Background: an optimization exercise with open tools, aiming at small area, a short achievable clock period and few clock cycles per item. Do not read the settings as production practice. For this run, only the layout was checked, not whether the RTL still works. Power figures rest on the tool's default switching activity, not on a simulated workload.

==> design.v <==
package rv_pkg;
    typedef logic [32-1:0]   word_t;
    typedef logic [5-1:0] reg_addr_t;
    typedef enum logic [3:0] {
        ALU_ADD    = 4'd0,
        ALU_SUB    = 4'd1,
        ALU_SLL    = 4'd2,
        ALU_SLT    = 4'd3,
        ALU_SLTU   = 4'd4,
        ALU_XOR    = 4'd5,
        ALU_SRL    = 4'd6,
        ALU_SRA    = 4'd7,
        ALU_OR     = 4'd8,
        ALU_AND    = 4'd9,
        ALU_PASS_B = 4'd10
    } alu_op_e;
    typedef struct packed {
        alu_op_e   alu_op;
        word_t     operand_a;
        word_t     operand_b;
        reg_addr_t rd;
        logic      wen;
    } dec_pkt_t;
    typedef struct packed {
        reg_addr_t rd;
        word_t     data;
        logic      wen;
    } wb_pkt_t;
endpackage
`timescale 1ns/1ps
module pipe_reg #(
    parameter int W = 1
) (
    input  logic     clk,
    input  logic     arst_n,
    input  logic     in_valid,
    output logic     in_ready,
    input  logic [W-1:0] in_data,
    output logic     out_valid,
    input  logic     out_ready,
    output logic [W-1:0] out_data
);
    logic [W-1:0] data_q;
    assign in_ready = !out_valid || out_ready;
    always_ff @(posedge clk or negedge arst_n) begin
        if (!arst_n) begin
            out_valid <= 1'b0;
        end else if (in_ready) begin
            out_valid <= in_valid;
        end
    end
    always_ff @(posedge clk) begin
        if (in_valid && in_ready) begin
            data_q <= in_data;
        end
    end
    assign out_data = data_q;
endmodule
`timescale 1ns/1ps
module regfile (
    input  logic              clk,
    input  logic              arst_n,
    input  rv_pkg::reg_addr_t rs1_addr,
    input  rv_pkg::reg_addr_t rs2_addr,
    output rv_pkg::word_t     rs1_data,
    output rv_pkg::word_t     rs2_data,
    input  logic              wb_wen,
    input  rv_pkg::reg_addr_t wb_rd,
    input  rv_pkg::word_t     wb_data,
    input  logic              wb_fire
);
    rv_pkg::word_t regs [32];
    always_ff @(posedge clk or negedge arst_n) begin
        if (!arst_n) begin
            for (int i = 0; i < 32; i++) begin
                regs[i] <= '0;
            end
        end else if (wb_fire && wb_wen && (wb_rd != '0)) begin
            regs[wb_rd] <= wb_data;
        end
    end
    assign rs1_data = regs[rs1_addr];
    assign rs2_data = regs[rs2_addr];
endmodule
`timescale 1ns/1ps
module decode_stage (
    input  rv_pkg::word_t     instr,
    output rv_pkg::reg_addr_t rs1_addr,
    output rv_pkg::reg_addr_t rs2_addr,
    input  rv_pkg::word_t     rs1_data,
    input  rv_pkg::word_t     rs2_data,
    input  logic              x_byp_valid,
    input  logic              x_byp_wen,
    input  rv_pkg::reg_addr_t x_byp_rd,
    input  rv_pkg::word_t     x_byp_data,
    input  logic              wb_byp_valid,
    input  logic              wb_byp_wen,
    input  rv_pkg::reg_addr_t wb_byp_rd,
    input  rv_pkg::word_t     wb_byp_data,
    output rv_pkg::dec_pkt_t  pkt
);
    localparam logic [6:0] OPC_OP     = 7'b0110011;
    localparam logic [6:0] OPC_OP_IMM = 7'b0010011;
    localparam logic [6:0] OPC_LUI    = 7'b0110111;
    logic [6:0]    opcode;
    logic [2:0]    funct3;
    logic [6:0]    funct7;
    logic          f7_zero;
    logic          f7_alt;
    logic          legal;
    rv_pkg::word_t imm_i;
    rv_pkg::word_t imm_u;
    rv_pkg::word_t rs1_val;
    rv_pkg::word_t rs2_val;
    logic          x_ok;
    logic          wb_ok;
    assign opcode   = instr[6:0];
    assign funct3   = instr[14:12];
    assign funct7   = instr[31:25];
    assign rs1_addr = instr[19:15];
    assign rs2_addr = instr[24:20];
    assign f7_zero  = (funct7 == 7'b0000000);
    assign f7_alt   = (funct7 == 7'b0100000);
    assign imm_i = {{(32-12){instr[31]}}, instr[31:20]};
    assign imm_u = {instr[31:12], 12'b0};
    assign x_ok  = x_byp_valid && x_byp_wen && (x_byp_rd != '0);
    assign wb_ok = wb_byp_valid && wb_byp_wen && (wb_byp_rd != '0);
    assign rs1_val = (x_ok && (x_byp_rd == rs1_addr))   ? x_byp_data  :
                     (wb_ok && (wb_byp_rd == rs1_addr)) ? wb_byp_data : rs1_data;
    assign rs2_val = (x_ok && (x_byp_rd == rs2_addr))   ? x_byp_data  :
                     (wb_ok && (wb_byp_rd == rs2_addr)) ? wb_byp_data : rs2_data;
    always_comb begin
        pkt.operand_a = rs1_val;
        pkt.operand_b = (opcode == OPC_OP) ? rs2_val : imm_i;
        case (funct3)
            3'b000:  pkt.alu_op = (opcode == OPC_OP && funct7[5]) ? rv_pkg::ALU_SUB
                                                                  : rv_pkg::ALU_ADD;
            3'b001:  pkt.alu_op = rv_pkg::ALU_SLL;
            3'b010:  pkt.alu_op = rv_pkg::ALU_SLT;
            3'b011:  pkt.alu_op = rv_pkg::ALU_SLTU;
            3'b100:  pkt.alu_op = rv_pkg::ALU_XOR;
            3'b101:  pkt.alu_op = funct7[5] ? rv_pkg::ALU_SRA : rv_pkg::ALU_SRL;
            3'b110:  pkt.alu_op = rv_pkg::ALU_OR;
            default: pkt.alu_op = rv_pkg::ALU_AND;
        endcase
        case (opcode)
            OPC_OP:     legal = f7_zero || (f7_alt && (funct3 == 3'b000 || funct3 == 3'b101));
            OPC_OP_IMM: legal = (funct3 == 3'b001) ? f7_zero :
                                (funct3 == 3'b101) ? (f7_zero || f7_alt) : 1'b1;
            OPC_LUI:    legal = 1'b1;
            default:    legal = 1'b0;
        endcase
        if (opcode == OPC_LUI) begin
            pkt.alu_op    = rv_pkg::ALU_PASS_B;
            pkt.operand_b = imm_u;
        end
        pkt.rd  = legal ? instr[11:7] : '0;
        pkt.wen = legal;
    end
endmodule
`timescale 1ns/1ps
module execute_stage (
    input  rv_pkg::dec_pkt_t pkt,
    input  logic             pkt_valid,
    output logic             x_byp_valid,
    output logic             x_byp_wen,
    output rv_pkg::reg_addr_t x_byp_rd,
    output rv_pkg::word_t    x_byp_data,
    output rv_pkg::wb_pkt_t  wb_pkt
);
    rv_pkg::word_t a;
    rv_pkg::word_t b;
    rv_pkg::word_t result;
    logic [4:0]    shamt;
    assign a     = pkt.operand_a;
    assign b     = pkt.operand_b;
    assign shamt = b[4:0];
    always_comb begin
        case (pkt.alu_op)
            rv_pkg::ALU_ADD:    result = a + b;
            rv_pkg::ALU_SUB:    result = a - b;
            rv_pkg::ALU_SLL:    result = a << shamt;
            rv_pkg::ALU_SLT:    result = rv_pkg::word_t'($signed(a) < $signed(b));
            rv_pkg::ALU_SLTU:   result = rv_pkg::word_t'(a < b);
            rv_pkg::ALU_XOR:    result = a ^ b;
            rv_pkg::ALU_SRL:    result = a >> shamt;
            rv_pkg::ALU_SRA:    result = $signed(a) >>> shamt;
            rv_pkg::ALU_OR:     result = a | b;
            rv_pkg::ALU_AND:    result = a & b;
            rv_pkg::ALU_PASS_B: result = b;
            default:            result = '0;
        endcase
    end
    assign wb_pkt.rd   = pkt.rd;
    assign wb_pkt.wen  = pkt.wen;
    assign wb_pkt.data = pkt.wen ? result : '0;
    assign x_byp_valid = pkt_valid;
    assign x_byp_wen   = pkt.wen;
    assign x_byp_rd    = pkt.rd;
    assign x_byp_data  = wb_pkt.data;
endmodule
`timescale 1ns/1ps
module rv_core_top (
    input  logic              clk,
    input  logic              arst_n,
    input  logic              instr_valid,
    output logic              instr_ready,
    input  rv_pkg::word_t     instr,
    output logic              retire_valid,
    input  logic              retire_ready,
    output rv_pkg::reg_addr_t retire_rd,
    output rv_pkg::word_t     retire_data
);
    rv_pkg::reg_addr_t rs1_addr;
    rv_pkg::reg_addr_t rs2_addr;
    rv_pkg::word_t     rs1_data;
    rv_pkg::word_t     rs2_data;
    rv_pkg::dec_pkt_t  dec_pkt;
    rv_pkg::dec_pkt_t  id_x_pkt;
    rv_pkg::wb_pkt_t   x_pkt;
    rv_pkg::wb_pkt_t   x_wb_pkt;
    logic              id_x_valid;
    logic              x_wb_ready;
    logic              wb_fire;
    logic              x_byp_valid;
    logic              x_byp_wen;
    rv_pkg::reg_addr_t x_byp_rd;
    rv_pkg::word_t     x_byp_data;
    logic              wb_byp_valid;
    logic              wb_byp_wen;
    rv_pkg::reg_addr_t wb_byp_rd;
    rv_pkg::word_t     wb_byp_data;
    regfile u_regfile (
        .clk      (clk),
        .arst_n   (arst_n),
        .rs1_addr (rs1_addr),
        .rs2_addr (rs2_addr),
        .rs1_data (rs1_data),
        .rs2_data (rs2_data),
        .wb_wen   (wb_byp_wen),
        .wb_rd    (wb_byp_rd),
        .wb_data  (wb_byp_data),
        .wb_fire  (wb_fire)
    );
    decode_stage u_decode (
        .instr    (instr),
        .rs1_addr (rs1_addr),
        .rs2_addr (rs2_addr),
        .rs1_data (rs1_data),
        .rs2_data (rs2_data),
        .x_byp_valid  (x_byp_valid),
        .x_byp_wen    (x_byp_wen),
        .x_byp_rd     (x_byp_rd),
        .x_byp_data   (x_byp_data),
        .wb_byp_valid (wb_byp_valid),
        .wb_byp_wen   (wb_byp_wen),
        .wb_byp_rd    (wb_byp_rd),
        .wb_byp_data  (wb_byp_data),
        .pkt      (dec_pkt)
    );
    pipe_reg #(.W($bits(dec_pkt))) id_x (
        .clk       (clk),
        .arst_n    (arst_n),
        .in_valid  (instr_valid),
        .in_ready  (instr_ready),
        .in_data   (dec_pkt),
        .out_valid (id_x_valid),
        .out_ready (x_wb_ready),
        .out_data  (id_x_pkt)
    );
    execute_stage u_execute (
        .pkt       (id_x_pkt),
        .pkt_valid (id_x_valid),
        .x_byp_valid (x_byp_valid),
        .x_byp_wen   (x_byp_wen),
        .x_byp_rd    (x_byp_rd),
        .x_byp_data  (x_byp_data),
        .wb_pkt    (x_pkt)
    );
    pipe_reg #(.W($bits(x_pkt))) x_wb (
        .clk       (clk),
        .arst_n    (arst_n),
        .in_valid  (id_x_valid),
        .in_ready  (x_wb_ready),
        .in_data   (x_pkt),
        .out_valid (retire_valid),
        .out_ready (retire_ready),
        .out_data  (x_wb_pkt)
    );
    assign wb_fire     = retire_valid && retire_ready;
    assign retire_rd   = x_wb_pkt.rd;
    assign retire_data = x_wb_pkt.data;
    assign wb_byp_valid = retire_valid;
    assign wb_byp_wen   = x_wb_pkt.wen;
    assign wb_byp_rd    = x_wb_pkt.rd;
    assign wb_byp_data  = x_wb_pkt.data;
endmodule
==> run.sh <==
#!/bin/bash
# synth_recipe.tcl (not shown) runs the flow's synth.tcl, then flattens the netlist and writes it again
# the make line also repeats each setting of config.mk as NAME=value (left out here)
make -C /OpenROAD-flow-scripts/flow DESIGN_CONFIG=/design/flow/config.mk WORK_HOME=/design/flow/orfs CLKGATE_MAP_FILE= SYNTH_SCRIPT=/design/flow/synth_recipe.tcl finish
==> config.mk <==
export PLATFORM = sky130hd
export DESIGN_NAME = rv_core_top
export DESIGN_NICKNAME = rv_core_top
export VERILOG_FILES = /design/flow/design.v
export SDC_FILE = /design/flow/constraint.sdc
export NUM_CORES = 4
export LEC_CHECK = 0
export CAP_MARGIN = 20
export CORE_MARGIN = 2
export CORE_UTILIZATION = 30
export SLEW_MARGIN = 20
==> constraint.sdc <==
create_clock -name core_clock -period 6.0 [get_ports {clk}]
set_input_delay 1.2000 -clock core_clock [delete_from_list [all_inputs] [get_ports {clk}]]
set_output_delay 1.2000 -clock core_clock [all_outputs]
set_load 0.01 [all_outputs]
==> summary.txt <==
Die Y 469 um; met3 usage between 10% and 20%; startpoint types primary input; Post-CTS Hold Fix Bufs 0; layout cell share with drive strength beyond 1 28.9%; top cells by area, synth dfrtp_1 (40%), mux2_2 (18%), a22oi_1 (7.5%), edfxtp_1 (5.2%), nand2_1 (2.5%); fin crit period 5.30 ns; Cell Pwr Density roughly 290 nW/um2; Syn Nets 6197; Net count, final 6181; worst IR drop on VDD ~0.00026 V; Placed Cells 8740; postcts setup bufs 0; slowest CP cell nor2_4; CTS tree built; Top FF cell, synth dfrtp_1; met1 usage 39.2%; initial antenna violation count 27; Clock Tree Buf Depth 3; largest net degree at the start of global routing roughly 140; Reg2Reg Setup Slack roughly 0.96 ns; Hold Slack 0.409 ns; FFs w/ async S/R, synth 90.2%; antenna-violating nets left 0; Clock Skew 0.0464 ns; later-pin clock latency in the skew report 0.81 ns; reg-to-reg startpoint id_x.data_q[43]; Clock transition at path regs ~0.06 ns; final non-filler cell total between 8000 and 9000; crit path launch instr[15]; Final Hold Fails 0; sequential-to-total area share from yosys stat about 45%; YS warnings 6; FF-to-FF End id_x.data_q[33]; vias 61861; crit path DAT 5.97 ns; largest area contributor in the netlist dfrtp_1; Mapped Area 64800 um2; Sum Neg Setup Slack 0 ns; worst hold path class flop to flop; CTS buffer count approximately 120; CP Capture Type flop; port buffer count 74; final setup margin 0.702 ns; setup violators final 0; gr busiest metal met2; worst slack at placement 0.206 ns; Post-Synthesis Cells 6045; GRT overflow 0; Total Routed Length 361 mm; first-pass GRT wire length 490 mm; violation count after the first detailed-routing iteration 12406; Slew Limit Headroom roughly 12%; routability cong. 1.08; Via density between 6 and 7; delay-heaviest family, CP simple AND/OR/NAND/NOR gates; Critical Path, Cell by Cell clkdlybuf4s50_1 -> nand2b_1 -> nor2_4 -> buf_4 -> a22o_1 -> a221oi_1 -> nand4_1 -> o32a_1 -> nand2_1 -> a21oi_1 -> a21o_1; Worst path max stage delay just over 1 ns; I/O pin count 75; HPWL after detailed placement roughly 240 mm; WP data required 6.67 ns; HP Start u_regfile.regs[0][11]; worst hold endpoint u_regfile.regs[0][11]; crit path kind primary input to flop; DR WL/cell around 40 um; Lkg Pwr 0.0333 uW; RSZ-0062 raised after global routing no; f_max 0.189 GHz; status finished clean; router iterations before antenna repair 12; MaxCap Viol Count 0; Initial Util 30.2%; die width 469 um; DRC 0; Fillers 21217; Syn Area/Cell 10.7 um2; clock root cell clkbuf_16; H-tree depth 3; P&R area growth vs syn 15.8%; Synth cell types 95; number of cells upsized or downsized after cts 0; Max Slew Vio Count 0; fin crit share 88.3%; global routing usage on met2 44.6%; area share of the leading cell type in the synthesized netlist 39.6%; total power 21400 uW; row count 170; Worst Tran Pin Value 1.33 ns; R2R cell count 12; Worst Path Max Fanout 17; Die ar. about 220000 um2; Seq cells post-synth 1138; Hold Path Depth 0; clock tree sinks 1138; vias in the first global route about 59000; Placeable Area between 200000 and 250000 um2; Post-synth EDFFs approximately 110; aggregate global-route resource usage between 30% and 40%; Worst Path Buf+Inv 2
## power breakdown
part	total [uW]	switching [uW]	leakage [uW]	internal, uW
combinational	3480	2190	0.0161	1290
clock	8310	3480	0.00211	4830
sequential	9630	1020	0.0151	8610
total	21400	6690	0.0333	14700
## cell families after synthesis
logic type	count (synthesis)	share of synthesized area [%]
flops	1138	44.8
compound gates	1735	19.8
buf+inv	701	4.42
simple gates	1201	8.52
xor+xnor	40	0.541
mux	1114	19.7
fa+ha+maj	116	2.26
## worst register-to-register path, cell delays in order (launching register included)
cell and delay, ns:
edfxtp_1 0.92, inv_1 0.19, ha_1 0.45, nor2_1 0.23, nand2_1 0.10, o21ai_0 0.89
nand3_1 0.27, nand4b_1 0.25, a21oi_1 0.18, mux2_2 0.32, a31oi_2 0.68, o21ai_1 0.23
a21oi_1 0.20
## how the worst max path moves through the flow
stage | end | cells after the start
2_1_floorplan | x_wb.data_q[30] | 15
3_3_place_gp | id_x.data_q[44] | 11
3_5_place_dp | id_x.data_q[44] | 11
4_1_cts | id_x.data_q[44] | 11
5_1_grt | id_x.data_q[61] | 11
6_report | id_x.data_q[61] | 11
## state kept, by name (all words and copies together) (netlist names)
signal          cells
x_wb.out_valid      1
id_x.data_q        74
id_x.out_valid      1
x_wb.data_q        38
u_regfile.regs   1024
## through the flow
stage               area [um2]  util, %
finish                   75000     35.0
global route             75000     35.0
CTS                      74900     34.9
detailed placement       70600     32.9
global placement         70500     32.8
floorplan                64800        -
## area by class of cell
cell class	instances	area [um2]	share of cell area, %
Multi-Input combinational cell	4206	33600	44.8
Tap cell	2838	3550	4.73
Antenna cell	9	22.5	0.0300
Clock buffer	177	3620	4.83
Timing Repair Buffer	443	3990	5.32
Sequential cell	1138	29000	38.7
Clock inverter	54	749	0.999
Inverter	119	447	0.595
## Yosys cell counts, types with 27 or more instances
master / instances
clkbuf_1: 376
buf_2: 153
mux2i_1: 69
a221oi_1: 176
o21ai_1: 29
nor3_1: 54
a21oi_1: 240
buf_1: 46
nor2_1: 302
a21o_1: 27
nand2_1: 440
nand4_1: 88
a31oi_1: 29
a22o_1: 164
nor4_1: 76
edfxtp_1: 112
inv_1: 110
mux2_2: 1018
nand3_1: 110
a211oi_1: 38
o21ai_0: 127
o211ai_1: 32
dfrtp_1: 1026
a22oi_1: 643
ha_1: 114
## layer usage
metal | up-vias | wire length, um
met2 | 5883 | 144000
met3 | 1969 | 53700
li1 | 23078 | -
met5 | - | 500
met4 | 38 | 31700
met1 | 30893 | 131000
## layout by cell type (no fill, tap or decap), drive strengths merged, types with 25 or more instances in the layout
| cell type | instances |
|---|---|
| nor4 | 76 |
| nor3 | 55 |
| clkdlybuf4s50 | 73 |
| nor2 | 302 |
| clkbuf | 178 |
| nand3 | 110 |
| a21oi | 242 |
| a31oi | 30 |
| mux2 | 1019 |
| inv | 121 |
| nand2 | 440 |
| a221oi | 182 |
| dfrtp | 1026 |
| a211oi | 39 |
| o211ai | 33 |
| edfxtp | 112 |
| ha | 114 |
| buf | 369 |
| xnor2 | 25 |
| mux2i | 69 |
| nand2b | 26 |
| o21ai | 158 |
| a22oi | 643 |
| a21o | 27 |
| nand4 | 88 |
| mux4 | 26 |
| a22o | 164 |

[port drivers added, routing unchanged]
Ports are ideal in the flow. The routed layout listed here was re-timed in OpenROAD. Step 1 sets driving cells, clkbuf_16 on the clock port and buf_2 on the other inputs (assumed; they add their load-dependent delay and slew). Step 2 moves the port delays by t, midway between the first and last clock arrival at a register: inputs arrive t later, outputs are due t later. That takes back most of the time a late clock gives input paths. a / b / c = no drivers / after step 1 / after step 2; a / b = the first two.
t (ns): 0.865
setup slack, ns: 0.702 / 0.703 / -0.162
hold WS [ns]: 0.409 / 0.409 / 0.409
clock arrival spread, ns: 0.050 / 0.049
Met with ideal ports but missed after step 2: setup timing in this run. The setup slack of this run moves by +0.001 ns with the drivers and by -0.864 ns with both steps.
